What follows belongs to an exercise in optimizing a design on an open flow for small area and a short achievable clock period; a production flow would make more cautious choices.
At most, simulation tests tie the RTL to the original design; equivalence was not proved.
Function not checked in runs 2 to 5: the RTL went through the layout flow alone.
Power is estimated from default activity; no workload was simulated.

File: design/flow/constraint.sdc
create_clock -name core_clock -period 5.0 [get_ports {user_clock2_i}]
set_input_delay 1.0000 -clock core_clock [delete_from_list [all_inputs] [get_ports {user_clock2_i}]]
set_output_delay 1.0000 -clock core_clock [all_outputs]
set_load 0.01 [all_outputs]
File: design/flow/run.sh
#!/bin/bash
# synth_recipe.tcl (not shown) runs the flow's synth.tcl, then flattens the netlist and writes it again
# the make line also repeats each setting of config.mk as NAME=value (left out here)
make -C /OpenROAD-flow-scripts/flow DESIGN_CONFIG=/design/flow/config.mk WORK_HOME=/design/flow/orfs CLKGATE_MAP_FILE= SYNTH_SCRIPT=/design/flow/synth_recipe.tcl finish
File: design/flow/config.mk
export PLATFORM = sky130hd
export DESIGN_NAME = pattern_driver_top
export DESIGN_NICKNAME = pattern_driver_top
export VERILOG_FILES = /design/flow/design.v
export SDC_FILE = /design/flow/constraint.sdc
export NUM_CORES = 4
export LEC_CHECK = 0
export CAP_MARGIN = 20
export CORE_MARGIN = 2
export CORE_UTILIZATION = 30
export SLEW_MARGIN = 20
File: design/flow/design.v
package pattern_driver_pkg;
  typedef enum logic [1:0] {
    CMD_NOP    = 2'd0,
    CMD_WRITE  = 2'd1,
    CMD_INVERT = 2'd2,
    CMD_ENABLE = 2'd3
  } cmd_e;
  typedef logic [6-1:0] mem_addr_t;
  typedef logic [$clog2(8)-1:0] driver_idx_t;
  typedef logic [1:0] entry_t;
endpackage
`timescale 1ns/1ps
module pin_sync (
  input  logic user_clock2_i,
  input  logic reset_i,
  input  logic sclk_i,
  input  logic mosi_i,
  input  logic ss_n_i,
  input  logic control_trigger_i,
  input  logic latch_data_i,
  output logic sclk_rise_o,
  output logic mosi_o,
  output logic ss_active_o,
  output logic ss_rise_o,
  output logic trigger_rise_o,
  output logic latch_rise_o
);
  localparam int SCLK_B = 0;
  localparam int MOSI_B = 1;
  localparam int SS_B   = 2;
  localparam int TRIG_B = 3;
  localparam int LATCH_B = 4;
  localparam logic [4:0] PIN_IDLE = 5'b00100;
  logic [4:0] pins_in;
  logic [4:0] stage_q [2+1];
  logic [4:0] cur;
  logic [4:0] prev;
  logic [4:0] rise;
  assign pins_in = {latch_data_i, control_trigger_i, ss_n_i, mosi_i, sclk_i};
  always_ff @(posedge user_clock2_i) begin
    if (reset_i) begin
      for (int i = 0; i <= 2; i++) stage_q[i] <= PIN_IDLE;
    end else begin
      stage_q[0] <= pins_in;
      for (int i = 1; i <= 2; i++) stage_q[i] <= stage_q[i-1];
    end
  end
  assign cur  = stage_q[2-1];
  assign prev = stage_q[2];
  assign rise = cur & ~prev;
  assign sclk_rise_o    = rise[SCLK_B];
  assign mosi_o         = cur[MOSI_B];
  assign ss_active_o    = ~cur[SS_B];
  assign ss_rise_o      = rise[SS_B];
  assign trigger_rise_o = rise[TRIG_B];
  assign latch_rise_o   = rise[LATCH_B];
endmodule
`timescale 1ns/1ps
module spi_frame_rx (
  input  logic                      user_clock2_i,
  input  logic                      reset_i,
  input  logic                      sclk_rise_i,
  input  logic                      mosi_i,
  input  logic                      ss_active_i,
  input  logic                      ss_rise_i,
  output logic                      frame_valid_o,
  output logic [24-1:0] frame_data_o
);
  localparam int CNT_W = $clog2(24 + 2);
  logic [24-1:0] shift_q;
  logic [CNT_W-1:0]          bit_cnt_q;
  logic                      frame_valid_q;
  logic                      full_frame;
  assign full_frame = (bit_cnt_q == CNT_W'(24));
  always_ff @(posedge user_clock2_i) begin
    if (sclk_rise_i && ss_active_i) begin
      shift_q <= {shift_q[24-2:0], mosi_i};
    end
  end
  always_ff @(posedge user_clock2_i) begin
    if (reset_i) begin
      bit_cnt_q     <= '0;
      frame_valid_q <= 1'b0;
    end else begin
      frame_valid_q <= ss_rise_i && full_frame;
      if (ss_rise_i) begin
        bit_cnt_q <= '0;
      end else if (sclk_rise_i && ss_active_i && bit_cnt_q != '1) begin
        bit_cnt_q <= bit_cnt_q + 1'b1;
      end
    end
  end
  assign frame_valid_o = frame_valid_q;
  assign frame_data_o  = shift_q;
endmodule
`timescale 1ns/1ps
module command_decoder (
  input  logic                              user_clock2_i,
  input  logic                              reset_i,
  input  logic                              frame_valid_i,
  input  logic [24-1:0]         frame_data_i,
  input  logic                              latch_rise_i,
  output logic [8-1:0]        mem_we_o,
  output pattern_driver_pkg::mem_addr_t     mem_waddr_o,
  output pattern_driver_pkg::entry_t        mem_wdata_o,
  output logic [8-1:0]        invert_mask_o,
  output logic                              output_enable_o
);
  localparam int NUM_DRV = 8;
  pattern_driver_pkg::cmd_e        cmd;
  pattern_driver_pkg::driver_idx_t idx;
  pattern_driver_pkg::mem_addr_t   addr;
  logic [NUM_DRV-1:0]              we_d;
  logic [NUM_DRV-1:0]              mem_we_q;
  logic [NUM_DRV-1:0]              staged_mask_q;
  logic [NUM_DRV-1:0]              live_mask_q;
  logic                            enable_q;
  pattern_driver_pkg::mem_addr_t   waddr_q;
  pattern_driver_pkg::entry_t      wdata_q;
  assign cmd  = pattern_driver_pkg::cmd_e'(frame_data_i[23:22]);
  assign idx  = frame_data_i[21:19];
  assign addr = frame_data_i[18:13];
  always_comb begin
    we_d = '0;
    if (frame_valid_i && cmd == pattern_driver_pkg::CMD_WRITE &&
        addr < 48) begin
      for (int i = 0; i < NUM_DRV; i++) we_d[i] = (idx == i);
    end
  end
  always_ff @(posedge user_clock2_i) begin
    if (reset_i) begin
      mem_we_q      <= '0;
      staged_mask_q <= '0;
      live_mask_q   <= '0;
      enable_q      <= 1'b0;
    end else begin
      mem_we_q <= we_d;
      if (frame_valid_i) begin
        case (cmd)
          pattern_driver_pkg::CMD_INVERT: staged_mask_q <= frame_data_i[NUM_DRV-1:0];
          pattern_driver_pkg::CMD_ENABLE: enable_q      <= frame_data_i[0];
          default: ;
        endcase
      end
      if (latch_rise_i) begin
        live_mask_q <= staged_mask_q;
      end
    end
  end
  always_ff @(posedge user_clock2_i) begin
    if (frame_valid_i) begin
      waddr_q <= addr;
      wdata_q <= frame_data_i[1:0];
    end
  end
  assign mem_we_o        = mem_we_q;
  assign mem_waddr_o     = waddr_q;
  assign mem_wdata_o     = wdata_q;
  assign invert_mask_o   = live_mask_q;
  assign output_enable_o = enable_q;
endmodule
`timescale 1ns/1ps
module update_sequencer (
  input  logic                          user_clock2_i,
  input  logic                          reset_i,
  input  logic                          trigger_rise_i,
  output logic                          rd_en_o,
  output pattern_driver_pkg::mem_addr_t rd_addr_o,
  output logic                          update_cycle_complete_o
);
  localparam pattern_driver_pkg::mem_addr_t LAST_ADDR = 48 - 1;
  logic                          busy_q;
  pattern_driver_pkg::mem_addr_t addr_q;
  logic                          complete_q;
  logic                          last_step;
  assign last_step = busy_q && (addr_q == LAST_ADDR);
  always_ff @(posedge user_clock2_i) begin
    if (reset_i) begin
      busy_q     <= 1'b0;
      addr_q     <= '0;
      complete_q <= 1'b0;
    end else begin
      complete_q <= last_step;
      if (!busy_q) begin
        if (trigger_rise_i) begin
          busy_q <= 1'b1;
          addr_q <= '0;
        end
      end else if (last_step) begin
        busy_q <= 1'b0;
        addr_q <= '0;
      end else begin
        addr_q <= addr_q + 1'b1;
      end
    end
  end
  assign rd_en_o                 = busy_q;
  assign rd_addr_o               = addr_q;
  assign update_cycle_complete_o = complete_q;
endmodule
`timescale 1ns/1ps
module driver_core #(
  parameter int MEM_LENGTH = 48
) (
  input  logic                          user_clock2_i,
  input  logic                          reset_i,
  input  logic                          we_i,
  input  pattern_driver_pkg::mem_addr_t waddr_i,
  input  pattern_driver_pkg::entry_t    wdata_i,
  input  logic                          rd_en_i,
  input  pattern_driver_pkg::mem_addr_t rd_addr_i,
  input  logic                          invert_i,
  input  logic                          enable_i,
  output pattern_driver_pkg::entry_t    driver_io_o
);
  pattern_driver_pkg::entry_t mem [MEM_LENGTH];
  pattern_driver_pkg::entry_t out_q;
  always_ff @(posedge user_clock2_i) begin
    if (we_i && waddr_i < MEM_LENGTH) begin
      mem[waddr_i] <= wdata_i;
    end
  end
  always_ff @(posedge user_clock2_i) begin
    if (reset_i) begin
      out_q <= '0;
    end else if (rd_en_i) begin
      out_q <= mem[rd_addr_i] ^ {2{invert_i}};
    end
  end
  assign driver_io_o = enable_i ? out_q : '0;
endmodule
`timescale 1ns/1ps
module pattern_driver_top (
  input  logic                            user_clock2_i,
  input  logic                            reset_i,
  input  logic                            sclk_i,
  input  logic                            mosi_i,
  input  logic                            ss_n_i,
  input  logic                            control_trigger_i,
  input  logic                            latch_data_i,
  output logic [2*8-1:0]    driver_io_o,
  output logic                            update_cycle_complete_o
);
  logic                          sclk_rise;
  logic                          mosi_s;
  logic                          ss_active;
  logic                          ss_rise;
  logic                          trigger_rise;
  logic                          latch_rise;
  logic                          frame_valid;
  logic [24-1:0]     frame_data;
  logic [8-1:0]    mem_we;
  pattern_driver_pkg::mem_addr_t mem_waddr;
  pattern_driver_pkg::entry_t    mem_wdata;
  logic [8-1:0]    invert_mask;
  logic                          output_enable;
  logic                          rd_en;
  pattern_driver_pkg::mem_addr_t rd_addr;
  pin_sync pin_sync_i (
    .user_clock2_i     (user_clock2_i),
    .reset_i           (reset_i),
    .sclk_i            (sclk_i),
    .mosi_i            (mosi_i),
    .ss_n_i            (ss_n_i),
    .control_trigger_i (control_trigger_i),
    .latch_data_i      (latch_data_i),
    .sclk_rise_o       (sclk_rise),
    .mosi_o            (mosi_s),
    .ss_active_o       (ss_active),
    .ss_rise_o         (ss_rise),
    .trigger_rise_o    (trigger_rise),
    .latch_rise_o      (latch_rise)
  );
  spi_frame_rx spi_frame_rx_i (
    .user_clock2_i (user_clock2_i),
    .reset_i       (reset_i),
    .sclk_rise_i   (sclk_rise),
    .mosi_i        (mosi_s),
    .ss_active_i   (ss_active),
    .ss_rise_i     (ss_rise),
    .frame_valid_o (frame_valid),
    .frame_data_o  (frame_data)
  );
  command_decoder command_decoder_i (
    .user_clock2_i   (user_clock2_i),
    .reset_i         (reset_i),
    .frame_valid_i   (frame_valid),
    .frame_data_i    (frame_data),
    .latch_rise_i    (latch_rise),
    .mem_we_o        (mem_we),
    .mem_waddr_o     (mem_waddr),
    .mem_wdata_o     (mem_wdata),
    .invert_mask_o   (invert_mask),
    .output_enable_o (output_enable)
  );
  update_sequencer update_sequencer_i (
    .user_clock2_i           (user_clock2_i),
    .reset_i                 (reset_i),
    .trigger_rise_i          (trigger_rise),
    .rd_en_o                 (rd_en),
    .rd_addr_o               (rd_addr),
    .update_cycle_complete_o (update_cycle_complete_o)
  );
  for (genvar n = 0; n < 8; n++) begin : gen_core
    driver_core #(
      .MEM_LENGTH (48)
    ) core_i (
      .user_clock2_i (user_clock2_i),
      .reset_i       (reset_i),
      .we_i          (mem_we[n]),
      .waddr_i       (mem_waddr),
      .wdata_i       (mem_wdata),
      .rd_en_i       (rd_en),
      .rd_addr_i     (rd_addr),
      .invert_i      (invert_mask[n]),
      .enable_i      (output_enable),
      .driver_io_o   (driver_io_o[2*n +: 2])
    );
  end
endmodule
==> impl_metrics.yaml, run 1 <==
sta:
  max_freq_mhz: 290
  rsz0062_at_grt: "false"
  relSlewSlack_pct: 23.1
  hold_viol: 0
  slew_violations: 0
  worst_slack_ns: 1.56
  clock_skew_ns: 0.0481
  min_period_over_period_pct: 68.9
  setup_viol: 0
  worst_slew_pin_slew_ns: 1.15
  fin_tns_setup_ns: 0
  fin_crit_ns: 3.44
  holdWs_ns: 0.412
cells_and_area:
  syn_to_final_growth_pct: 13.4
  final_cell_area_um2: 39700
  layout-drive-gt1-share_pct: 19.5
  antenna_cells: 0
  nNetsFinal: 1977
  final_core_util_pct: 34.2
clock_network:
  clk_latency_ns: 0.68
  cts.clk_slew.worst_paths_ns: 0.06
  cts_setup_buffers: 0
  cts_resized: 0
  cts_buffers: 87
  cts_tree: "yes"
  cts_root_buffer: "clkbuf_16"
  clockBufferDepth: 3
  cts_max_level: 3
  clock_sinks: 875
  ctsHoldBuffers: 0
floorplan:
  die_area_um2: 119000
  die_x_um: 345
  io_pins: 24
  core_um2: 116000
  start_util_pct: 30.2
  rows: 125
  chipHeight_um: 345
synth:
  ys_warn_count: 6
  syn_avg_cell_area_um2: 17.9
  yosysSeqAreaShare_pct: 73.0
  synth_edf_count: 800
  async_reset_ff_share_pct: 0
  synth_top_area_share_pct: 68.7
  ys.flop_type: "edfxtp_1"
  synthesis.nets: 1969
  postSynthCellCount: 1958
  synth_area_leaders: "edfxtp_1 (69%), mux4_2 (14%), nor2_1 (4.5%), dfxtp_1 (4.3%), mux2i_1 (1.9%)"
  netlist_area_um2: 35000
  synth_common_cells: "edfxtp_1 (800), nor2_1 (421), mux4_2 (224)"
  synth_seq_cells: 875
  yosysMostFrequentCell: "edfxtp_1"
  ys_types: 38
  yosys.area.top_type: "edfxtp_1"
worst_setup_path:
  slowest_delay_ns: 0.82
  r2r_slack_ns: 1.70
  cp_cell_sequence: "and2_1 > clkdlybuf4s50_1"
  rr_worst_depth: 6
  critPathSlowestCell: "dfxtp_1"
  cp_top_family: "flip-flops"
  worst-path-buf-inv: 1
  crit_required_ns: 4.00
  worstPathArrival_ns: 2.44
  crit_fanout: 17
  critPathKind: "flop to primary output"
  startpoint_type: "flop"
  cp-end-kind: "primary output"
  cp-startpoint: "command_decoder_i.enable_q"
  reg2reg_to: "gen_core[4].core_i.out_q[1]"
global_route:
  grt_pass1_wl_um: 125000
  overflow: 0
  grt_antenna_before_repair: 1
  grt_pass1_vias: 18900
  grt_max_degree: 260
  track_usage_pct: 14.0
pwr:
  leakagePower_nw: 11.4
  power_density_nw_per_um2: 366
  vdd_drop_max_mv: 0.237
route:
  vias_per_cell: 4.98
  drc: 0
  wl_per_cell_um: 23.7
  firstDrtPassIters: 8
  via_count: 17700
  dr.first_iter.drc_count: 1816
  ant_nets: 0
  wirelength_um: 84400
hold_path:
  holdPathStages: 1
  min_from: "pin_sync_i.stage_q[0][2]"
  hold_class: "flop to flop"
  whs_endpoint: "pin_sync_i.stage_q[1][2]"
place:
  dp_hpwl_um: 50000
  dp_slack_ns: 1.63
  globalplace.congestion: 0.764
  port_buffers: 23
  dpl-instance-area_um2: 36800
job:
  drv_cap: 0
status:
  status: "timing/DRC/antenna clean"
-- power by group --
part | switching (W) | internal, W
registers | 0.0000209 | 0.00787
logic | 0.000117 | 0.000137
clock network | 0.00281 | 0.00357
-- kinds of logic (layout without fill, tap and decap cells) --
kind of cell               count (synthesis)  count (layout)  synth area share, %
xor gates and xnor gates                  52              52                 1.30
and+or+nand+nor                          560             560                 6.56
DFF                                      875             875                 73.0
buffers and inverters                    132             213                 1.72
AOI/OAI and AO/OA                         45              45                0.962
adders and majority gates                  4               4                0.143
muxes                                    290             290                 16.3
-- metrics by stage --
| stage | std cells | total power, W |
|---|---|---|
| after floorplan | 1958 | 0.00825 |
| after CTS | 3561 | 0.0146 |
| final | 3563 | 0.0145 |
| after global routing | 3563 | 0.0149 |
| after global placement | 3399 | 0.00831 |
| after detailed placement | 3399 | 0.00831 |
-- metal layers --
| metal | up-vias | global-route usage (%) | wire [um] |
|---|---|---|---|
| met5 | - | 0 | 0 |
| met2 | 570 | 24.3 | 43500 |
| met4 | 0 | 4.30 | 1830 |
| li1 | 7597 | - | - |
| met1 | 9466 | 18.0 | 33900 |
| met3 | 109 | 2.23 | 5090 |
-- worst max-delay path by stage --
stage	endpoint	cells after the start	slack, ns
after detailed placement	gen_core[4].core_i.out_q[1]	6	1.63
after global routing	driver_io_o[7]	2	1.45
final	driver_io_o[7]	2	1.56
after global placement	gen_core[4].core_i.out_q[1]	6	1.68
after CTS	driver_io_o[7]	2	1.47
after floorplan	gen_core[0].core_i.mem[0][0]	0	-0.82
-- layout make-up --
cell class,instances,area [um2]
fillers,10800,76200
well taps,1524,1910
flip-flops and latches,875,25500
multi-input cells,951,8920
clock inverters,47,434
inverters,4,15.0
repair buffers,47,493
clock buffers,115,2360
-- placed cells by master (no fill, tap or decap), drive strengths merged, types with 8 or more instances in the layout --
cell type / instances
edfxtp: 800
nor2: 421
mux4: 224
clkbuf: 115
dfxtp: 75
nand2: 68
mux2i: 66
clkinv: 36
xnor2: 33
buf: 25
clkdlybuf4s50: 22
xor2: 19
and2: 16
a222oi: 16
o22ai: 16
nor2b: 12
inv: 8
nor3b: 8
-- flip-flops by register name (all words and copies together) (netlist names), named ones only --
register,count
update_sequencer_i.addr_q,6
update_sequencer_i.busy_q,1
command_decoder_i.mem_we_q,8
spi_frame_rx_i.bit_cnt_q,5
command_decoder_i.waddr_q,6
gen_core.core_i.out_q,16
spi_frame_rx_i.shift_q,24
command_decoder_i.wdata_q,2
command_decoder_i.enable_q,1
pin_sync_i.stage_q,14
command_decoder_i.live_mask_q,8
update_sequencer_i.complete_q,1
gen_core.core_i.mem,768
command_decoder_i.staged_mask_q,8
spi_frame_rx_i.frame_valid_q,1
-- worst reg2reg max path, delay by kind of cell, from the launching register on --
family                 cells  cell delay [ns]
AO/OA/AOI/OAI              1             0.11
XOR/XNOR                   1             0.20
buffers and inverters      1             0.62
flip-flops                 1             0.74
multiplexers               3             1.45
==> run 2, diff against run 1 <==
--- a/design/flow/design.v
+++ b/design/flow/design.v
@@ -69,10 +69,14 @@
   localparam int CNT_W = $clog2(24 + 2);
-  logic [24-1:0] shift_q;
-  logic [CNT_W-1:0]          bit_cnt_q;
-  logic                      frame_valid_q;
-  logic                      full_frame;
-  assign full_frame = (bit_cnt_q == CNT_W'(24));
+  logic [10:0]      hdr_q;    
+  logic [7:0]       data_q;   
+  logic [CNT_W-1:0] bit_cnt_q;
+  logic             frame_valid_q;
+  logic             shift_en;
+  assign shift_en = sclk_rise_i && ss_active_i;
   always_ff @(posedge user_clock2_i) begin
-    if (sclk_rise_i && ss_active_i) begin
-      shift_q <= {shift_q[24-2:0], mosi_i};
+    if (shift_en) begin
+      data_q <= {data_q[6:0], mosi_i};
+    end
+    if (shift_en && bit_cnt_q < CNT_W'(19)) begin
+      hdr_q <= {hdr_q[9:0], data_q[7]};
     end
@@ -84,6 +88,6 @@
     end else begin
-      frame_valid_q <= ss_rise_i && full_frame;
+      frame_valid_q <= ss_rise_i && (bit_cnt_q == CNT_W'(24));
       if (ss_rise_i) begin
         bit_cnt_q <= '0;
-      end else if (sclk_rise_i && ss_active_i && bit_cnt_q != '1) begin
+      end else if (shift_en && bit_cnt_q != '1) begin
         bit_cnt_q <= bit_cnt_q + 1'b1;
@@ -93,3 +97,3 @@
   assign frame_valid_o = frame_valid_q;
-  assign frame_data_o  = shift_q;
+  assign frame_data_o  = {hdr_q, 5'b0, data_q};
 endmodule
@@ -106,3 +110,3 @@
   output logic [8-1:0]        invert_mask_o,
-  output logic                              output_enable_o
+  output logic                              enable_next_o
 );
@@ -117,2 +121,3 @@
   logic                            enable_q;
+  logic                            enable_d;
   pattern_driver_pkg::mem_addr_t   waddr_q;
@@ -129,3 +134,9 @@
   end
+  always_comb begin
+    enable_d = enable_q;
+    if (reset_i) enable_d = 1'b0;
+    else if (frame_valid_i && cmd == pattern_driver_pkg::CMD_ENABLE) enable_d = frame_data_i[0];
+  end
   always_ff @(posedge user_clock2_i) begin
+    enable_q <= enable_d;
     if (reset_i) begin
@@ -134,11 +145,6 @@
       live_mask_q   <= '0;
-      enable_q      <= 1'b0;
     end else begin
       mem_we_q <= we_d;
-      if (frame_valid_i) begin
-        case (cmd)
-          pattern_driver_pkg::CMD_INVERT: staged_mask_q <= frame_data_i[NUM_DRV-1:0];
-          pattern_driver_pkg::CMD_ENABLE: enable_q      <= frame_data_i[0];
-          default: ;
-        endcase
+      if (frame_valid_i && cmd == pattern_driver_pkg::CMD_INVERT) begin
+        staged_mask_q <= frame_data_i[NUM_DRV-1:0];
       end
@@ -155,7 +161,7 @@
   end
-  assign mem_we_o        = mem_we_q;
-  assign mem_waddr_o     = waddr_q;
-  assign mem_wdata_o     = wdata_q;
-  assign invert_mask_o   = live_mask_q;
-  assign output_enable_o = enable_q;
+  assign mem_we_o      = mem_we_q;
+  assign mem_waddr_o   = waddr_q;
+  assign mem_wdata_o   = wdata_q;
+  assign invert_mask_o = live_mask_q;
+  assign enable_next_o = enable_d;
 endmodule
@@ -175,3 +181,5 @@
   logic                          last_step;
+  logic                          start;
   assign last_step = busy_q && (addr_q == LAST_ADDR);
+  assign start     = !busy_q && trigger_rise_i;
   always_ff @(posedge user_clock2_i) begin
@@ -179,3 +187,2 @@
       busy_q     <= 1'b0;
-      addr_q     <= '0;
       complete_q <= 1'b0;
@@ -183,15 +190,10 @@
       complete_q <= last_step;
-      if (!busy_q) begin
-        if (trigger_rise_i) begin
-          busy_q <= 1'b1;
-          addr_q <= '0;
-        end
-      end else if (last_step) begin
-        busy_q <= 1'b0;
-        addr_q <= '0;
-      end else begin
-        addr_q <= addr_q + 1'b1;
-      end
+      if (start) busy_q <= 1'b1;
+      else if (last_step) busy_q <= 1'b0;
     end
   end
+  always_ff @(posedge user_clock2_i) begin
+    if (start) addr_q <= '0;
+    else addr_q <= addr_q + 1'b1;
+  end
   assign rd_en_o                 = busy_q;
@@ -212,3 +214,3 @@
   input  logic                          invert_i,
-  input  logic                          enable_i,
+  input  logic                          enable_next_i,
   output pattern_driver_pkg::entry_t    driver_io_o
@@ -217,4 +219,6 @@
   pattern_driver_pkg::entry_t out_q;
+  pattern_driver_pkg::entry_t out_d;
+  pattern_driver_pkg::entry_t pin_q;
   always_ff @(posedge user_clock2_i) begin
-    if (we_i && waddr_i < MEM_LENGTH) begin
+    if (we_i) begin
       mem[waddr_i] <= wdata_i;
@@ -222,10 +226,12 @@
   end
+  always_comb begin
+    if (reset_i) out_d = '0;
+    else if (rd_en_i) out_d = mem[rd_addr_i] ^ {2{invert_i}};
+    else out_d = out_q;
+  end
   always_ff @(posedge user_clock2_i) begin
-    if (reset_i) begin
-      out_q <= '0;
-    end else if (rd_en_i) begin
-      out_q <= mem[rd_addr_i] ^ {2{invert_i}};
-    end
+    out_q <= out_d;
+    pin_q <= enable_next_i ? out_d : '0;
   end
-  assign driver_io_o = enable_i ? out_q : '0;
+  assign driver_io_o = pin_q;
 endmodule
@@ -243,2 +249,3 @@
 );
+  localparam int MEM_LENGTH = 48;
   logic                          sclk_rise;
@@ -255,3 +262,3 @@
   logic [8-1:0]    invert_mask;
-  logic                          output_enable;
+  logic                          enable_next;
   logic                          rd_en;
@@ -293,3 +300,3 @@
     .invert_mask_o   (invert_mask),
-    .output_enable_o (output_enable)
+    .enable_next_o   (enable_next)
   );
@@ -305,3 +312,3 @@
     driver_core #(
-      .MEM_LENGTH (48)
+      .MEM_LENGTH (MEM_LENGTH)
     ) core_i (
@@ -315,3 +322,3 @@
       .invert_i      (invert_mask[n]),
-      .enable_i      (output_enable),
+      .enable_next_i (enable_next),
       .driver_io_o   (driver_io_o[2*n +: 2])
==> impl_metrics.yaml, run 2 <==
sta:
  relSlewSlack_pct: 22.2
  rsz0062_at_grt: "false"
  clock_skew_ns: 0.0258
  hold_viol: 0
  fin_tns_setup_ns: 0
  max_freq_mhz: 294
  min_period_over_period_pct: 68.1
  worst_slew_pin_slew_ns: 1.16
  fin_crit_ns: 3.41
  setup_viol: 0
  slew_violations: 0
global_route:
  track_usage_pct: 14.4
  grt_pass1_wl_um: 135000
  overflow: 0
  grt_pass1_vias: 20000
  grt_antenna_before_repair: 4
  grt_max_degree: 233
synth:
  synth_common_cells: "edfxtp_1 (795), and2_1 (389), mux2i_1 (145)"
  postSynthCellCount: 2193
  synth_top_area_share_pct: 65.6
  ys.flop_type: "edfxtp_1"
  async_reset_ff_share_pct: 0
  syn_avg_cell_area_um2: 16.6
  synthesis.nets: 2204
  yosysSeqAreaShare_pct: 70.3
  ys_warn_count: 6
  netlist_area_um2: 36400
  synth_edf_count: 795
  yosys.area.top_type: "edfxtp_1"
  synth_area_leaders: "edfxtp_1 (66%), mux4_2 (8.1%), and2_1 (6.7%), dfxtp_1 (4.7%), mux2i_1 (4.0%)"
  ys_types: 54
  yosysMostFrequentCell: "edfxtp_1"
  synth_seq_cells: 880
worst_setup_path:
  r2r_slack_ns: 1.59
  worst-path-buf-inv: 1
  worstPathArrival_ns: 3.94
  critPathKind: "flop to flop"
  crit_required_ns: 5.53
  startpoint_type: "flop"
  cp-end-kind: "flop"
  slowest_delay_ns: 0.84
  critPathSlowestCell: "dfxtp_4"
  cp_top_family: "simple AND/OR/NAND/NOR gates"
  crit_fanout: 61
  cp_cell_sequence: "buf_12 > and2_1 > a22oi_1 > nand3_1 > nand2_1 > mux2_2 > a2111oi_2"
cells_and_area:
  largest_reg_flops: 768
  syn_to_final_growth_pct: 13.5
  final_common_cell: "edfxtp_1"
  final.fill_count: 11400
  nNetsFinal: 2227
  layout-drive-gt1-share_pct: 15.7
  top_regs: "gen_core.core_i.mem (768), gen_core.core_i.out_q (16), gen_core.core_i.pin_q (16)"
  final_cell_area_um2: 41300
  mostFrequentLayoutCells: "edfxtp_1 (795), and2_1 (389), mux2i_1 (145), mux4_2 (131), nor2_1 (118)"
  top_register: "gen_core.core_i.mem"
pwr:
  vdd_drop_max_mv: 0.264
  clockPowerShare_pct: 36.9
  power_density_nw_per_um2: 441
  combinationalPowerShare_pct: 18.4
  sw_frac_of_total_pct: 26.9
  p_total_w: 0.0182
  leakagePower_nw: 13.5
  seq_power_share_pct: 44.6
  switchingPower_w: 0.00491
  intPower_w: 0.0133
route:
  met2_wirelength_um: 44500
  ant_nets: 0
  vias_per_cell: 4.99
  dr.first_iter.drc_count: 2125
  met3_length_um: 5380
  wirelength_um: 91500
  firstDrtPassIters: 6
  wl_per_cell_um: 23.5
  top_layer: "met5"
  wl_met1_um: 39000
  via_count: 19500
  drc: 0
clock_network:
  cts_setup_buffers: 0
  cts_buffers: 89
  clock_sinks: 880
  cts.clk_slew.worst_paths_ns: 0.06
  cts_root_buffer: "clkbuf_16"
  clockBufferDepth: 3
  clk_latency_ns: 0.66
  cts_max_level: 3
  cts_resized: 0
  ctsHoldBuffers: 0
  cts_tree: "yes"
place:
  dpl-instance-area_um2: 38300
  globalplace.congestion: 0.837
  port_buffers: 23
  dp_hpwl_um: 57000
status:
  status: "timing/DRC/antenna clean"
job:
  drv_cap: 0
floorplan:
  io_pins: 24
  chipHeight_um: 352
  die_x_um: 352
  core_um2: 120000
  start_util_pct: 30.3
  rows: 127
  die_area_um2: 124000
hold_path:
  hold_class: "flop to flop"
[run 2: through the flow]
stage | util (%) | setup slack (ns) | cells | hold WS (ns)
after floorplan | - | -0.819 | 2193 | 0.386
after global placement | 31.9 | 1.76 | 3737 | 0.391
after detailed placement | 31.9 | 1.74 | 3737 | 0.392
after CTS | 34.4 | 1.72 | 3902 | 0.405
after global routing | 34.4 | 1.55 | 3902 | 0.417
final | 34.4 | 1.59 | 3903 | 0.403
[run 2: layout make-up]
type                    count  area [um2]  share of cell area, %
well taps                1612        2020                   4.88
repair buffers             65         628                   1.52
inverters                   9        33.8                 0.0818
clock inverters            50         508                   1.23
clock buffers             115        2460                   5.95
diodes                      1        2.50                0.00606
multi-input cells        1171       10100                   24.4
flip-flops and latches    880       25600                   62.0
[run 2: worst paths after layout]
path                                                    from                     endpoint  cells past startpoint
worst max-delay path            update_sequencer_i.addr_q[0]  gen_core[2].core_i.out_q[1]                      7
worst min-delay path                pin_sync_i.stage_q[1][1]     spi_frame_rx_i.data_q[0]                      0
worst max register to register  update_sequencer_i.addr_q[0]  gen_core[2].core_i.out_q[1]                      7
worst min register to register      pin_sync_i.stage_q[1][1]     spi_frame_rx_i.data_q[0]                      0
[run 2: power groups by stage]
stage          Sequential, W  Clock (W)  Combinational, W
2_1_floorplan        0.00811          0           0.00252
3_3_place_gp         0.00828          0           0.00334
3_5_place_dp         0.00829          0           0.00335
4_1_cts              0.00813    0.00684           0.00336
5_1_grt              0.00814    0.00714           0.00352
6_report             0.00813    0.00673           0.00335
[run 2: cells by family after synthesis]
kind of cell               count (synthesis)  share of synthesized area (%)
AOI/OAI and AO/OA                        172                           3.66
xor gates and xnor gates                   7                          0.168
adders and majority gates                  4                          0.138
buffers and inverters                    142                           2.08
DFF                                      880                           70.3
muxes                                    303                           12.9
and+or+nand+nor                          685                           10.7
[run 2: layer usage]
layer	track usage, %	up-vias
met4	4.92	4
met3	2.10	141
met1	19.4	10200
met5	0	-
li1	-	8471
met2	23.9	635
==> run 3, diff against run 2 <==
--- a/design/flow/config.mk
+++ b/design/flow/config.mk
@@ -9,3 +9,4 @@
 export CORE_MARGIN = 2
-export CORE_UTILIZATION = 30
+export CORE_UTILIZATION = 55
+export PLACE_DENSITY = 0.7
 export SLEW_MARGIN = 20
==> impl_metrics.yaml, run 3 <==
sta:
  min_period_over_period_pct: 65.2
  max_freq_mhz: 307
  setup_viol: 0
  rsz0062_at_grt: "false"
  relSlewSlack_pct: 19.0
  slew_violations: 0
  fin_tns_setup_ns: 0
  holdWs_ns: 0.414
  clock_skew_ns: 0.0353
  fin_crit_ns: 3.26
  hold_viol: 0
  worst_slew_pin_slew_ns: 1.22
clock_network:
  cts_resized: 0
  clk_latency_ns: 0.65
  cts_tree: "yes"
  cts_setup_buffers: 0
  cts_buffers: 88
  ctsHoldBuffers: 0
  cts_max_level: 3
  cts_root_buffer: "clkbuf_16"
  cts.clk_slew.worst_paths_ns: 0.06
  clock_sinks: 880
  clockBufferDepth: 3
worst_setup_path:
  startpoint_type: "flop"
  cp_cell_sequence: "buf_12 > mux4_2 > mux2i_1 > a221oi_1 > a211oi_1 > and3b_1 > nor2_1"
  rr_worst_depth: 7
  r2r_slack_ns: 1.74
  cp-end-kind: "flop"
  crit_required_ns: 5.52
  critPathKind: "flop to flop"
  slowest_delay_ns: 0.88
  critPathSlowestCell: "a221oi_1"
  worstPathArrival_ns: 3.79
  crit_fanout: 59
global_route:
  grt_pass1_wl_um: 128000
  grt_antenna_before_repair: 5
  track_usage_pct: 25.9
  overflow: 0
  grt_pass1_vias: 19800
  grt_max_degree: 255
place:
  dp_hpwl_um: 53300
  globalplace.congestion: 0.832
  dpl-instance-area_um2: 37400
  port_buffers: 23
pwr:
  power_density_nw_per_um2: 448
  vdd_drop_max_mv: 0.296
  p_total_w: 0.0180
  leakagePower_nw: 13.4
cells_and_area:
  top_register: "gen_core.core_i.mem"
  mostFrequentLayoutCells: "edfxtp_1 (795), and2_1 (389), mux2i_1 (145), mux4_2 (131), nor2_1 (112)"
  top_regs: "gen_core.core_i.mem (768), gen_core.core_i.out_q (16), gen_core.core_i.pin_q (16)"
  nNetsFinal: 2222
  syn_to_final_growth_pct: 10.6
  final_cell_area_um2: 40300
  final.fill_count: 4728
  final_common_cell: "edfxtp_1"
  final_core_util_pct: 61.3
  largest_reg_flops: 768
  layout-drive-gt1-share_pct: 15.4
route:
  wl_per_cell_um: 27.7
  firstDrtPassIters: 7
  vias_per_cell: 6.28
  drc: 0
  wirelength_um: 87300
  via_count: 19800
  ant_nets: 0
  dr.first_iter.drc_count: 2081
synth:
  ys_types: 54
  synthesis.nets: 2204
  synth_seq_cells: 880
  netlist_area_um2: 36400
  synth_edf_count: 795
  synth_top_area_share_pct: 65.6
  ys_warn_count: 6
  synth_area_leaders: "edfxtp_1 (66%), mux4_2 (8.1%), and2_1 (6.7%), dfxtp_1 (4.7%), mux2i_1 (4.0%)"
  ys.flop_type: "edfxtp_1"
  yosys.area.top_type: "edfxtp_1"
  syn_avg_cell_area_um2: 16.6
  synth_common_cells: "edfxtp_1 (795), and2_1 (389), mux2i_1 (145)"
  yosysSeqAreaShare_pct: 70.3
  yosysMostFrequentCell: "edfxtp_1"
  async_reset_ff_share_pct: 0
  postSynthCellCount: 2193
hold_path:
  holdPathStages: 0
  hold_class: "flop to flop"
floorplan:
  die_area_um2: 68200
  start_util_pct: 55.4
  rows: 94
  chipHeight_um: 261
  io_pins: 24
  die_x_um: 261
  core_um2: 65600
job:
  drv_cap: 0
status:
  status: "timing/DRC/antenna clean"
## run 3: cell counts after synthesis
No cell type changed its count.
## run 3: worst max-delay path, delay by kind of cell, from the launching register on
kind | cells | cell delay, ns
and+or+nand+nor | 2 | 0.33
muxes | 2 | 0.43
AOI/OAI and AO/OA | 2 | 1.03
DFF | 1 | 0.78
buffers and inverters | 1 | 0.47
## run 3: path summary, 6_finish.rpt
check                          startpoint                     endpoint
max          update_sequencer_i.addr_q[1]  gen_core[7].core_i.pin_q[0]
min reg2reg      pin_sync_i.stage_q[1][1]     spi_frame_rx_i.data_q[0]
max reg2reg  update_sequencer_i.addr_q[1]  gen_core[7].core_i.pin_q[0]
min              pin_sync_i.stage_q[1][1]     spi_frame_rx_i.data_q[0]
## run 3: power by group
part	internal (W)	total [W]	switching, W
Clock	0.00372	0.00653	0.00281
Sequential	0.00794	0.00814	0.000197
Combinational	0.00143	0.00337	0.00195
## run 3: through the flow
stage               setup slack (ns)  std cells
floorplan                     -0.819       2193
global route                    1.63       3149
detailed placement              1.75       2985
finish                          1.74       3154
global placement                1.78       2985
CTS                             1.72       3149
## run 3: routing by layer
metal / up-vias / GRT usage, % / wire length [um]
met5: - / 0 / 0
met3: 165 / 4.49 / 6810
li1: 8486 / - / -
met4: 0 / 9.86 / 2940
met1: 10300 / 36.3 / 35800
met2: 852 / 41.0 / 41800
## run 3: kinds of logic (layout without fill, tap and decap cells)
family                     count (synthesis)  count (layout)  synth area share, %
other                                      0               5                    0
adders and majority gates                  4               4                0.138
and+or+nand+nor                          685             685                 10.7
xor gates and xnor gates                   7               7                0.168
buffers and inverters                    142             234                 2.08
DFF                                      880             880                 70.3
muxes                                    303             303                 12.9
AOI/OAI and AO/OA                        172             172                 3.66
## run 3: layout make-up
class | count | area [um2] | share of cell area, %
Antenna cell | 5 | 12.5 | 0.0311
Clock buffer | 112 | 2350 | 5.85
Clock inverter | 52 | 508 | 1.26
Inverter | 9 | 33.8 | 0.0839
Multi-Input combinational cell | 1171 | 10100 | 25.0
Sequential cell | 880 | 25600 | 63.6
Tap cell | 864 | 1080 | 2.69
Timing Repair Buffer | 61 | 598 | 1.49
==> run 4, diff against run 3 <==
--- a/design/flow/design.v
+++ b/design/flow/design.v
@@ -173,12 +173,12 @@
   output logic                          rd_en_o,
-  output pattern_driver_pkg::mem_addr_t rd_addr_o,
+  output logic [48-1:0]     rd_sel_o,
   output logic                          update_cycle_complete_o
 );
-  localparam pattern_driver_pkg::mem_addr_t LAST_ADDR = 48 - 1;
-  logic                          busy_q;
-  pattern_driver_pkg::mem_addr_t addr_q;
-  logic                          complete_q;
-  logic                          last_step;
-  logic                          start;
-  assign last_step = busy_q && (addr_q == LAST_ADDR);
+  localparam int LAST = 48 - 1;
+  logic                      busy_q;
+  logic [48-1:0] sel_q;
+  logic                      complete_q;
+  logic                      last_step;
+  logic                      start;
+  assign last_step = busy_q && sel_q[LAST];
   assign start     = !busy_q && trigger_rise_i;
@@ -188,2 +188,3 @@
       complete_q <= 1'b0;
+      sel_q      <= '0;
     end else begin
@@ -192,10 +193,7 @@
       else if (last_step) busy_q <= 1'b0;
+      sel_q <= {sel_q[LAST-1:0], start};
     end
   end
-  always_ff @(posedge user_clock2_i) begin
-    if (start) addr_q <= '0;
-    else addr_q <= addr_q + 1'b1;
-  end
   assign rd_en_o                 = busy_q;
-  assign rd_addr_o               = addr_q;
+  assign rd_sel_o                = sel_q;
   assign update_cycle_complete_o = complete_q;
@@ -212,3 +210,3 @@
   input  logic                          rd_en_i,
-  input  pattern_driver_pkg::mem_addr_t rd_addr_i,
+  input  logic [MEM_LENGTH-1:0]         rd_sel_i,
   input  logic                          invert_i,
@@ -221,4 +219,5 @@
   pattern_driver_pkg::entry_t pin_q;
+  pattern_driver_pkg::entry_t rd_data;
   always_ff @(posedge user_clock2_i) begin
-    if (we_i) begin
+    if (we_i && waddr_i < MEM_LENGTH) begin
       mem[waddr_i] <= wdata_i;
@@ -227,4 +226,8 @@
   always_comb begin
+    rd_data = '0;
+    for (int k = 0; k < MEM_LENGTH; k++) rd_data |= mem[k] & {2{rd_sel_i[k]}};
+  end
+  always_comb begin
     if (reset_i) out_d = '0;
-    else if (rd_en_i) out_d = mem[rd_addr_i] ^ {2{invert_i}};
+    else if (rd_en_i) out_d = rd_data ^ {2{invert_i}};
     else out_d = out_q;
@@ -264,3 +267,3 @@
   logic                          rd_en;
-  pattern_driver_pkg::mem_addr_t rd_addr;
+  logic [MEM_LENGTH-1:0]         rd_sel;
   pin_sync pin_sync_i (
@@ -307,3 +310,3 @@
     .rd_en_o                 (rd_en),
-    .rd_addr_o               (rd_addr),
+    .rd_sel_o                (rd_sel),
     .update_cycle_complete_o (update_cycle_complete_o)
@@ -320,3 +323,3 @@
       .rd_en_i       (rd_en),
-      .rd_addr_i     (rd_addr),
+      .rd_sel_i      (rd_sel),
       .invert_i      (invert_mask[n]),
==> impl_metrics.yaml, run 4 <==
status:
  status: "timing/DRC/antenna clean"
global_route:
  grt_pass1_wl_um: 163000
  overflow: 0
  grt_pass1_vias: 22200
  track_usage_pct: 35.5
  grt_antenna_before_repair: 6
  grt_max_degree: 245
place:
  dpl-instance-area_um2: 36000
  port_buffers: 23
  dp_hpwl_um: 69900
  globalplace.congestion: 0.946
synth:
  netlist_area_um2: 35000
  synth.area.mux_share_pct: 0.554
  ys.flop_type: "edfxtp_1"
  synthesis.nets: 2397
  synth_adder_area_share_pct: 0.107
  synth_edf_count: 795
  ys_warn_count: 6
  yosysSeqAreaShare_pct: 75.5
  synth_top_family_by_area: "simple AND/OR/NAND/NOR gates"
  postSynthCellCount: 2387
  synth-compound-area-share_pct: 10.4
  async_reset_ff_share_pct: 0
  yosys.area_share.simple_pct: 10.9
  synth_top_area_share_pct: 68.2
  ys_types: 47
  synth_seq_cells: 922
  yosysMostFrequentCell: "edfxtp_1"
  yosys.area.top_type: "edfxtp_1"
  synth_common_cells: "edfxtp_1 (795), nor2_1 (447), a22oi_1 (256)"
  synth_area_leaders: "edfxtp_1 (68%), dfxtp_1 (7.3%), a22oi_1 (5.5%), nor2_1 (4.8%), a22o_1 (1.6%)"
  synth_xor_xnor_area_share_pct: 0.0751
  syn_avg_cell_area_um2: 14.7
clock_network:
  cts_resized: 0
  cts.clk_slew.worst_paths_ns: 0.06
  clk_latency_ns: 0.66
  clock_sinks: 922
  cts_tree: "yes"
  ctsHoldBuffers: 0
  clockBufferDepth: 3
  cts_root_buffer: "clkbuf_16"
  cts_setup_buffers: 0
  cts_buffers: 92
  cts_max_level: 3
worst_setup_path:
  crit_fanout: 8
  cp-end-kind: "flop"
  r2r-start: "command_decoder_i.waddr_q[4]"
  crit_required_ns: 5.32
  r2r_slack_ns: 2.18
  startpoint_type: "flop"
  rr_worst_depth: 3
  reg2reg_to: "gen_core[1].core_i.mem[3][1]"
  worstPathArrival_ns: 3.13
  critPathKind: "flop to flop"
hold_path:
  whs_endpoint: "pin_sync_i.stage_q[1][2]"
  holdPathStages: 1
  hold_class: "flop to flop"
  min_from: "pin_sync_i.stage_q[0][2]"
floorplan:
  rows: 92
  die_x_um: 256
  chipHeight_um: 256
  core_um2: 63000
  die_area_um2: 65700
  io_pins: 24
  start_util_pct: 55.6
route:
  wirelength_um: 118000
  via_count: 23400
  dr.first_iter.drc_count: 4789
  drc: 0
  vias_per_cell: 7.04
  wl_per_cell_um: 35.4
  ant_nets: 0
  firstDrtPassIters: 9
cells_and_area:
  layout-drive-gt1-share_pct: 10.1
  final_cell_area_um2: 39300
  syn_to_final_growth_pct: 12.3
  final_common_cell: "edfxtp_1"
  largest_reg_flops: 768
  mostFrequentLayoutCells: "edfxtp_1 (795), nor2_1 (447), a22oi_1 (256), dfxtp_1 (125), nand2_1 (115)"
  top_regs: "gen_core.core_i.mem (768), update_sequencer_i.sel_q (48)"
  top_register: "gen_core.core_i.mem"
  nNetsFinal: 2413
pwr:
  leakagePower_nw: 12.1
  power_density_nw_per_um2: 403
  vdd_drop_max_mv: 0.255
sta:
  fin_tns_setup_ns: 0
  worst_slew_pin_slew_ns: 1.29
  hold_viol: 0
  rsz0062_at_grt: "false"
  slew_violations: 0
  fin_crit_ns: 2.82
  clock_skew_ns: 0.0335
  relSlewSlack_pct: 13.7
  min_period_over_period_pct: 56.3
  setup_viol: 0
  max_freq_mhz: 355
job:
  drv_cap: 0
run 4: power by group:
group	switching [W]	internal (W)	leakage, nW	total (W)
combinational	0.0000526	0.0000215	2.36	0.0000741
sequential	0.00000732	0.00824	8.17	0.00824
clock	0.00297	0.00453	1.60	0.00750
total	0.00303	0.0128	12.1	0.0158
run 4: how the worst max path moves through the flow:
stage / from / to / slack [ns]
finish: command_decoder_i.waddr_q[4] / gen_core[1].core_i.mem[3][1] / 2.18
global route: command_decoder_i.waddr_q[4] / gen_core[4].core_i.mem[3][0] / 2.22
CTS: gen_core[7].core_i.pin_q[1] / driver_io_o[15] / 2.26
detailed placement: reset_i / gen_core[1].core_i.pin_q[0] / 1.74
global placement: reset_i / gen_core[1].core_i.pin_q[0] / 1.85
floorplan: command_decoder_i.wdata_q[0] / gen_core[0].core_i.mem[0][0] / -0.82
run 4: kinds of logic (layout without fill, tap and decap cells):
kind of cell    count (synthesis)  after routing
mux                            19             19
fa+ha+maj                       3              3
compound gates                453            453
other cells                     0              2
flops                         922            922
buf+inv                       185            279
simple gates                  802            802
xor+xnor                        3              3
run 4: area by class of cell:
class | instances | area [um2]
clock inverters | 51 | 727
diodes | 2 | 5.00
repair buffers | 86 | 726
inverters | 21 | 78.8
well taps | 846 | 1060
flip-flops and latches | 922 | 26400
multi-input cells | 1280 | 7720
clock buffers | 121 | 2550
fillers | 4601 | 23700
run 4: worst max-delay path, stage by stage, from the launching register on:
cell and delay [ns]:
edfxtp_1 0.52, nor3_2 0.58, nand2_1 0.93, nor2_1 0.45
run 4: routing by layer:
metal | GRT usage (%) | wire length [um] | vias up
li1 | - | - | 9240
met2 | 51.3 | 50500 | 2123
met4 | 22.5 | 9300 | 0
met1 | 47.0 | 39900 | 11600
met3 | 11.2 | 18200 | 476
met5 | 0 | 0 | -
run 4: through the flow:
| stage | cells | worst slack (ns) | hold slack, ns | util, % | power, W |
|---|---|---|---|---|---|
| floorplan | 2387 | -0.819 | 0.380 | - | 0.00845 |
| global placement | 3155 | 1.85 | 0.401 | 57.2 | 0.00848 |
| detailed placement | 3155 | 1.74 | 0.396 | 57.2 | 0.00848 |
| CTS | 3327 | 2.26 | 0.410 | 62.4 | 0.0158 |
| global route | 3327 | 2.22 | 0.443 | 62.4 | 0.0161 |
| finish | 3329 | 2.18 | 0.413 | 62.4 | 0.0158 |
==> run 5, diff against run 4 <==
--- a/design/flow/config.mk
+++ b/design/flow/config.mk
@@ -11,2 +11,3 @@
 export PLACE_DENSITY = 0.7
+export SETUP_SLACK_MARGIN = 2.5
 export SLEW_MARGIN = 20
==> impl_metrics.yaml, run 5 <==
place:
  dp_slack_ns: 1.74
  dp_hpwl_um: 69900
  port_buffers: 23
  globalplace.congestion: 0.946
route:
  firstDrtPassIters: 8
  drc: 0
  ant_nets: 0
  via_count: 23300
  vias_per_cell: 7.00
  wirelength_um: 118000
  dr.first_iter.drc_count: 4862
  wl_per_cell_um: 35.5
synth:
  synth_area_leaders: "edfxtp_1 (68%), dfxtp_1 (7.3%), a22oi_1 (5.5%), nor2_1 (4.8%), a22o_1 (1.6%)"
  synth_top_area_share_pct: 68.2
  ys_warn_count: 6
  synth_seq_cells: 922
  synth_common_cells: "edfxtp_1 (795), nor2_1 (447), a22oi_1 (256)"
  postSynthCellCount: 2387
  ys.flop_type: "edfxtp_1"
  async_reset_ff_share_pct: 0
  netlist_area_um2: 35000
  yosysMostFrequentCell: "edfxtp_1"
  ys_types: 47
  yosys.area.top_type: "edfxtp_1"
  synthesis.nets: 2397
  syn_avg_cell_area_um2: 14.7
  yosysSeqAreaShare_pct: 75.5
  synth_edf_count: 795
pwr:
  p_total_w: 0.0158
  vdd_drop_max_mv: 0.255
  leakagePower_nw: 12.3
  power_density_nw_per_um2: 402
clock_network:
  clockBufferDepth: 3
  cts_buffers: 92
  clk_latency_ns: 0.67
  cts_root_buffer: "clkbuf_16"
  cts_tree: "yes"
  cts_max_level: 3
  ctsHoldBuffers: 0
  clock_sinks: 922
  cts.clk_slew.worst_paths_ns: 0.06
global_route:
  track_usage_pct: 35.7
  grt_max_degree: 245
  gr-usage-met2_pct: 51.7
  grt_antenna_before_repair: 11
  met3_usage_pct: 11.6
  grt_pass1_wl_um: 163000
  busiest_layer: "met2"
  grt_pass1_vias: 22200
  overflow: 0
  met1_usage_pct: 47.0
worst_setup_path:
  crit_fanout: 8
  crit_required_ns: 5.32
  cp_cell_sequence: "nor3b_2 > nand2_1 > nor2_1"
  critPathKind: "flop to flop"
  worst-path-buf-inv: 0
  startpoint_type: "flop"
  cp-end-kind: "flop"
  worstPathArrival_ns: 3.24
  cp_top_family: "simple AND/OR/NAND/NOR gates"
  critPathSlowestCell: "nand2_1"
  slowest_delay_ns: 0.84
cells_and_area:
  top_register: "gen_core.core_i.mem"
  largest_reg_flops: 768
  top_regs: "gen_core.core_i.mem (768), update_sequencer_i.sel_q (48)"
  mostFrequentLayoutCells: "edfxtp_1 (795), nor2_1 (447), a22oi_1 (256), dfxtp_1 (122), clkbuf_16 (95)"
  final.fill_count: 4603
  syn_to_final_growth_pct: 12.7
  final_common_cell: "edfxtp_1"
  layout-drive-gt1-share_pct: 11.8
  nNetsFinal: 2417
sta:
  fin_crit_ns: 2.91
  setup_viol: 0
  worst_slack_ns: 2.09
  relSlewSlack_pct: 7.36
  slew_violations: 0
  rsz0062_at_grt: "true"
  hold_viol: 0
  clock_skew_ns: 0.0339
  worst_slew_pin_slew_ns: 1.39
  max_freq_mhz: 343
  min_period_over_period_pct: 58.3
  fin_tns_setup_ns: 0
floorplan:
  io_pins: 24
  rows: 92
  die_x_um: 256
  core_um2: 63000
  chipHeight_um: 256
  die_area_um2: 65700
  start_util_pct: 55.6
status:
  status: "timing/DRC/antenna clean"
hold_path:
  hold_class: "flop to flop"
job:
  drv_cap: 0
==> run 5: cell counts after synthesis <==
No cell type changed its count.
==> run 5: worst paths after layout <==
kind                                startpoint                       endpoint  slack (ns)  cells after the start
setup / recovery  command_decoder_i.waddr_q[4]  gen_core[1].core_i.mem[21][1]        2.09                      3
setup reg to reg  command_decoder_i.waddr_q[4]  gen_core[1].core_i.mem[21][1]        2.09                      3
hold / removal        pin_sync_i.stage_q[0][2]       pin_sync_i.stage_q[1][2]        0.41                      1
hold reg to reg       pin_sync_i.stage_q[0][2]       pin_sync_i.stage_q[1][2]        0.41                      1
==> run 5: final cells by class <==
cell class	instances	area, um2	share of cell area [%]
flip-flops and latches	922	26400	67.0
multi-input cells	1280	7810	19.8
clock buffers	121	2550	6.48
well taps	846	1060	2.69
repair buffers	90	762	1.93
clock inverters	51	727	1.84
inverters	21	78.8	0.200
diodes	3	7.51	0.0190
==> run 5: where the power goes <==
group / switching (W) / internal, W
Sequential: 0.00000739 / 0.00824
Clock: 0.00299 / 0.00453
Combinational: 0.0000526 / 0.0000215
Total: 0.00305 / 0.0128
==> run 5: per-layer routing <==
metal  vias up  routed length [um]
li1       9241                   -
met1     11500               39800
met2      2080               51300
met3       481               18500
met4         6                8690
met5         -                  38
==> run 5: what timing repair did <==
item                                    in CTS  in global routing
gates resized for setup                     26                 28
endpoints found under the setup margin      96                411
buffers inserted                             4                  0
==> run 5: logic make-up after synthesis <==
group           synth area share [%]
flops                           75.5
simple gates                    10.9
compound gates                  10.4
buf+inv                         2.48
mux                            0.554
xor+xnor                      0.0751
fa+ha+maj                      0.107
==> run 5: metrics by stage <==
step / area, um2 / cells / util (%) / hold slack [ns]
floorplan: 35000 / 2387 / - / 0.380
CTS: 39300 / 3331 / 62.5 / 0.410
global placement: 36000 / 3155 / 57.2 / 0.401
global route: 39400 / 3331 / 62.6 / 0.443
detailed placement: 36000 / 3155 / 57.2 / 0.396
finish: 39400 / 3334 / 62.6 / 0.413
==> run 6, diff against run 5 <==
--- a/design/flow/design.v
+++ b/design/flow/design.v
@@ -107,3 +107,3 @@
   output logic [8-1:0]        mem_we_o,
-  output pattern_driver_pkg::mem_addr_t     mem_waddr_o,
+  output logic [48-1:0]         row_o,
   output pattern_driver_pkg::entry_t        mem_wdata_o,
@@ -117,3 +117,2 @@
   logic [NUM_DRV-1:0]              we_d;
-  logic [NUM_DRV-1:0]              mem_we_q;
   logic [NUM_DRV-1:0]              staged_mask_q;
@@ -122,4 +121,2 @@
   logic                            enable_d;
-  pattern_driver_pkg::mem_addr_t   waddr_q;
-  pattern_driver_pkg::entry_t      wdata_q;
   assign cmd  = pattern_driver_pkg::cmd_e'(frame_data_i[23:22]);
@@ -127,8 +124,16 @@
   assign addr = frame_data_i[18:13];
+  logic [NUM_DRV-1:0] wcore_q;   
+  logic [7:0]         wlo_q;     
+  logic [5:0]         whi_q;     
+  logic               fire;
+  always_ff @(posedge user_clock2_i) begin
+    for (int i = 0; i < NUM_DRV; i++)
+      wcore_q[i] <= (cmd == pattern_driver_pkg::CMD_WRITE) && (idx == i);
+    for (int i = 0; i < 8; i++) wlo_q[i] <= (addr[2:0] == i);
+    for (int i = 0; i < 6; i++) whi_q[i] <= (addr[5:3] == i);
+  end
+  assign fire = frame_valid_i && !reset_i;
   always_comb begin
-    we_d = '0;
-    if (frame_valid_i && cmd == pattern_driver_pkg::CMD_WRITE &&
-        addr < 48) begin
-      for (int i = 0; i < NUM_DRV; i++) we_d[i] = (idx == i);
-    end
+    for (int i = 0; i < NUM_DRV; i++) we_d[i] = fire && wcore_q[i];
+    for (int k = 0; k < 48; k++) row_o[k] = whi_q[k/8] && wlo_q[k%8];
   end
@@ -142,3 +147,2 @@
     if (reset_i) begin
-      mem_we_q      <= '0;
       staged_mask_q <= '0;
@@ -146,3 +150,2 @@
     end else begin
-      mem_we_q <= we_d;
       if (frame_valid_i && cmd == pattern_driver_pkg::CMD_INVERT) begin
@@ -155,11 +158,4 @@
   end
-  always_ff @(posedge user_clock2_i) begin
-    if (frame_valid_i) begin
-      waddr_q <= addr;
-      wdata_q <= frame_data_i[1:0];
-    end
-  end
-  assign mem_we_o      = mem_we_q;
-  assign mem_waddr_o   = waddr_q;
-  assign mem_wdata_o   = wdata_q;
+  assign mem_we_o      = we_d;
+  assign mem_wdata_o   = frame_data_i[1:0];
   assign invert_mask_o = live_mask_q;
@@ -176,24 +172,15 @@
 );
-  localparam int LAST = 48 - 1;
-  logic                      busy_q;
-  logic [48-1:0] sel_q;
-  logic                      complete_q;
-  logic                      last_step;
-  logic                      start;
-  assign last_step = busy_q && sel_q[LAST];
-  assign start     = !busy_q && trigger_rise_i;
+  localparam int LEN = 48;
+  logic           busy_q;
+  logic [LEN:0]   next_q;
+  logic           complete_q;
+  logic           busy_d;
+  assign busy_d = !reset_i && (busy_q ? !next_q[LEN] : trigger_rise_i);
   always_ff @(posedge user_clock2_i) begin
-    if (reset_i) begin
-      busy_q     <= 1'b0;
-      complete_q <= 1'b0;
-      sel_q      <= '0;
-    end else begin
-      complete_q <= last_step;
-      if (start) busy_q <= 1'b1;
-      else if (last_step) busy_q <= 1'b0;
-      sel_q <= {sel_q[LAST-1:0], start};
-    end
+    busy_q     <= busy_d;
+    complete_q <= !reset_i && next_q[LEN];
+    next_q     <= busy_d ? {next_q[LEN-1:0], 1'b0} : (LEN+1)'(1);
   end
   assign rd_en_o                 = busy_q;
-  assign rd_sel_o                = sel_q;
+  assign rd_sel_o                = next_q[LEN-1:0];
   assign update_cycle_complete_o = complete_q;
@@ -207,3 +194,3 @@
   input  logic                          we_i,
-  input  pattern_driver_pkg::mem_addr_t waddr_i,
+  input  logic [MEM_LENGTH-1:0]         row_i,
   input  pattern_driver_pkg::entry_t    wdata_i,
@@ -216,2 +203,4 @@
   pattern_driver_pkg::entry_t mem [MEM_LENGTH];
+  pattern_driver_pkg::entry_t rd_data;
+  pattern_driver_pkg::entry_t rd_q;
   pattern_driver_pkg::entry_t out_q;
@@ -219,6 +208,5 @@
   pattern_driver_pkg::entry_t pin_q;
-  pattern_driver_pkg::entry_t rd_data;
-  always_ff @(posedge user_clock2_i) begin
-    if (we_i && waddr_i < MEM_LENGTH) begin
-      mem[waddr_i] <= wdata_i;
+  for (genvar k = 0; k < MEM_LENGTH; k++) begin : gen_entry
+    always_ff @(posedge user_clock2_i) begin
+      if (we_i && row_i[k]) mem[k] <= wdata_i;
     end
@@ -231,3 +219,3 @@
     if (reset_i) out_d = '0;
-    else if (rd_en_i) out_d = rd_data ^ {2{invert_i}};
+    else if (rd_en_i) out_d = rd_q ^ {2{invert_i}};
     else out_d = out_q;
@@ -235,2 +223,3 @@
   always_ff @(posedge user_clock2_i) begin
+    rd_q  <= rd_data;
     out_q <= out_d;
@@ -262,3 +251,3 @@
   logic [8-1:0]    mem_we;
-  pattern_driver_pkg::mem_addr_t mem_waddr;
+  logic [MEM_LENGTH-1:0]         wrow;
   pattern_driver_pkg::entry_t    mem_wdata;
@@ -300,3 +289,3 @@
     .mem_we_o        (mem_we),
-    .mem_waddr_o     (mem_waddr),
+    .row_o           (wrow),
     .mem_wdata_o     (mem_wdata),
@@ -320,3 +309,3 @@
       .we_i          (mem_we[n]),
-      .waddr_i       (mem_waddr),
+      .row_i         (wrow),
       .wdata_i       (mem_wdata),
--- a/design/flow/config.mk
+++ b/design/flow/config.mk
@@ -11,3 +11,3 @@
 export PLACE_DENSITY = 0.7
-export SETUP_SLACK_MARGIN = 2.5
+export SETUP_SLACK_MARGIN = 2.8
 export SLEW_MARGIN = 20
==> impl_metrics.yaml, run 6 <==
status:
  status: "timing/DRC/antenna clean"
route:
  dr.first_iter.drc_count: 3838
  wl_per_cell_um: 35.3
  via_count: 21800
  wirelength_um: 112000
  ant_nets: 0
  firstDrtPassIters: 7
  drc: 0
  vias_per_cell: 6.87
synth:
  synth_xor_xnor_area_share_pct: 0.483
  synth_area_leaders: "edfxtp_1 (69%), dfxtp_1 (9.2%), nor2_1 (4.7%), a22o_1 (4.1%), a221oi_1 (3.9%)"
  ys_types: 37
  synthesis.nets: 2248
  postSynthCellCount: 2238
  synth_edf_count: 787
  yosys.area.top_type: "edfxtp_1"
  synth_seq_cells: 945
  synth_top_area_share_pct: 68.6
  netlist_area_um2: 34400
  synth_adder_area_share_pct: 0.109
  yosysSeqAreaShare_pct: 77.8
  synth-compound-area-share_pct: 10.1
  synth_common_cells: "edfxtp_1 (787), nor2_1 (434), a22o_1 (160)"
  synth_top_family_by_area: "compound AO/OA/AOI/OAI gates"
  async_reset_ff_share_pct: 0
  ys_warn_count: 7
  yosysMostFrequentCell: "edfxtp_1"
  syn_avg_cell_area_um2: 15.4
  synth.area.mux_share_pct: 0.523
  ys.flop_type: "edfxtp_1"
  yosys.area_share.simple_pct: 8.82
clock_network:
  clk_latency_ns: 0.67
  clock_sinks: 945
  cts_tree: "yes"
  clockBufferDepth: 3
  cts_root_buffer: "clkbuf_16"
  ctsHoldBuffers: 0
  cts.clk_slew.worst_paths_ns: 0.06
  cts_buffers: 92
  cts_max_level: 3
hold_path:
  hold_class: "flop to flop"
  whs_endpoint: "spi_frame_rx_i.data_q[0]"
  holdPathStages: 0
  min_from: "pin_sync_i.stage_q[1][1]"
pwr:
  power_density_nw_per_um2: 398
  clockPowerShare_pct: 44.9
  seq_power_share_pct: 54.4
  sw_frac_of_total_pct: 19.9
  combinationalPowerShare_pct: 0.7
  intPower_w: 0.0125
  leakagePower_nw: 12.4
  vdd_drop_max_mv: 0.248
  switchingPower_w: 0.00310
place:
  port_buffers: 23
  dp_hpwl_um: 65900
  globalplace.congestion: 0.914
worst_setup_path:
  rr_worst_depth: 5
  crit_required_ns: 5.50
  crit_fanout: 10
  cp-end-kind: "flop"
  worstPathArrival_ns: 2.72
  critPathKind: "flop to flop"
  r2r-start: "update_sequencer_i.next_q[23]"
  startpoint_type: "flop"
  r2r_slack_ns: 2.78
  reg2reg_to: "gen_core[3].core_i.rd_q[1]"
sta:
  rsz0062_at_grt: "false"
  relSlewSlack_pct: 18.0
  slew_violations: 0
  holdWs_ns: 0.409
  worst_slew_pin_slew_ns: 1.23
  clock_skew_ns: 0.0392
  min_period_over_period_pct: 44.4
  hold_viol: 0
  fin_tns_setup_ns: 0
  max_freq_mhz: 450
  setup_viol: 0
  fin_crit_ns: 2.22
floorplan:
  chipHeight_um: 254
  die_area_um2: 64600
  rows: 91
  core_um2: 61800
  io_pins: 24
  start_util_pct: 55.7
  die_x_um: 254
cells_and_area:
  top_regs: "gen_core.core_i.mem (768), update_sequencer_i.next_q (49)"
  final_common_cell: "edfxtp_1"
  antenna_cells: 0
  mostFrequentLayoutCells: "edfxtp_1 (787), nor2_1 (332), a22o_1 (160), a221oi_1 (148), dfxtp_1 (137)"
  syn_to_final_growth_pct: 13.5
  top_register: "gen_core.core_i.mem"
  largest_reg_flops: 768
  layout-drive-gt1-share_pct: 16.4
  nNetsFinal: 2272
job:
  drv_cap: 0
global_route:
  grt_pass1_vias: 21000
  track_usage_pct: 35.2
  overflow: 0
  grt_pass1_wl_um: 156000
  grt_antenna_before_repair: 5
  grt_max_degree: 231
==> run 6: metrics by stage <==
stage	worst slack [ns]	util (%)	instances	area, um2	power [W]
2_1_floorplan	-0.867	-	2238	34900	0.00869
4_1_cts	2.80	63.1	3175	39000	0.0156
3_5_place_dp	1.64	58.1	3001	35900	0.00873
3_3_place_gp	1.70	58.1	3000	35900	0.00873
6_report	2.78	63.2	3177	39100	0.0156
5_1_grt	2.80	63.2	3177	39100	0.0159
==> run 6: metal layers <==
metal	wire (um)	global-route usage [%]
met5	12	0
met4	7780	20.7
met3	17700	13.1
met2	49400	52.5
met1	37300	44.3
==> run 6: area by class of cell <==
| type | count | area [um2] |
|---|---|---|
| clock buffers | 129 | 2660 |
| clock inverters | 43 | 397 |
| fillers | 4399 | 22700 |
| inverters | 5 | 18.8 |
| multi-input cells | 1127 | 7390 |
| flip-flops and latches | 945 | 26800 |
| well taps | 837 | 1050 |
| repair buffers | 91 | 752 |
==> run 6: power groups by stage <==
stage | sequential, W | combinational [W] | clock, W
4_1_cts | 0.00847 | 0.000101 | 0.00701
3_5_place_dp | 0.00863 | 0.0000987 | 0
2_1_floorplan | 0.00863 | 0.0000571 | 0
6_report | 0.00847 | 0.000104 | 0.00699
5_1_grt | 0.00846 | 0.000112 | 0.00731
3_3_place_gp | 0.00863 | 0.0000965 | 0
==> run 6: what timing repair did <==
item | 4_1_cts | 5_1_grt
resized for setup | 90 | 20
endpoints found under the setup margin | 590 | 256
setup buffers | 2 | 1
pin swaps | 0 | 2
gates cloned | 0 | 0
==> run 6: critical path, stage by stage, from the launching register on <==
cell and delay, ns:
dfxtp_1 0.48, buf_6 0.26, a22o_1 0.27, a221oi_1 0.36, nand4_1 0.17, or4_4 0.52
==> run 6: worst max path at each step <==
stage                                              from                       endpoint  slack, ns
after global placement                          reset_i   gen_core[7].core_i.mem[0][0]       1.70
after floorplan                spi_frame_rx_i.data_q[0]   gen_core[0].core_i.mem[0][0]      -0.87
after CTS                 update_sequencer_i.next_q[26]     gen_core[3].core_i.rd_q[0]       2.80
after global routing      update_sequencer_i.next_q[11]     gen_core[5].core_i.rd_q[1]       2.80
final                     update_sequencer_i.next_q[23]     gen_core[3].core_i.rd_q[1]       2.78
after detailed placement                        reset_i  gen_core[7].core_i.mem[46][0]       1.64
==> run 6: kinds of logic (layout without fill, tap and decap cells) <==
logic type	after synthesis	in the layout
xor gates and xnor gates	19	19
and+or+nand+nor	682	682
AOI/OAI and AO/OA	405	405
buffers and inverters	166	268
adders and majority gates	3	3
DFF	945	945
muxes	18	18

-- re-timing with driven ports --
Ports are ideal in the flow. The routed layouts listed here were re-timed in OpenROAD. Step 1 assumes that a clkbuf_16 drives the clock port and a buf_2 every other input. Step 2 moves the port delays by t, midway between the first and last clock arrival at a register: inputs arrive t later, outputs are due t later. That takes back most of the time a late clock gives input paths. Three values: ideal ports, drivers, drivers and shift; two values: the first two.
run | t, ns | setup WS [ns] | worst setup path after step 2 | latest minus earliest clock arrival (ns) | slew at the worst register clock pin (ns)
run 1 | 0.728 | 1.557 / 1.486 / 1.695 | register to register | 0.053 / 0.053 | 0.07 / 0.07
run 2 | 0.708 | 1.594 / 1.594 / 1.594 | register to register | 0.028 / 0.027 | 0.06 / 0.06
run 3 | 0.699 | 1.738 / 1.738 / 1.738 | register to register | 0.039 / 0.038 | 0.06 / 0.06
run 4 | 0.718 | 2.184 / 2.184 / 1.696 | input to register | 0.037 / 0.036 | 0.07 / 0.07
run 5 | 0.720 | 2.087 / 2.087 / 2.087 | register to register | 0.037 / 0.036 | 0.07 / 0.07
run 6 | 0.714 | 2.778 / 2.772 / 2.244 | input to register | 0.039 / 0.039 | 0.07 / 0.07
After both steps every run listed still meets setup and hold. For run 6, which loses most, drivers alone change the setup slack by -0.006 ns; drivers and shift together by -0.534 ns.
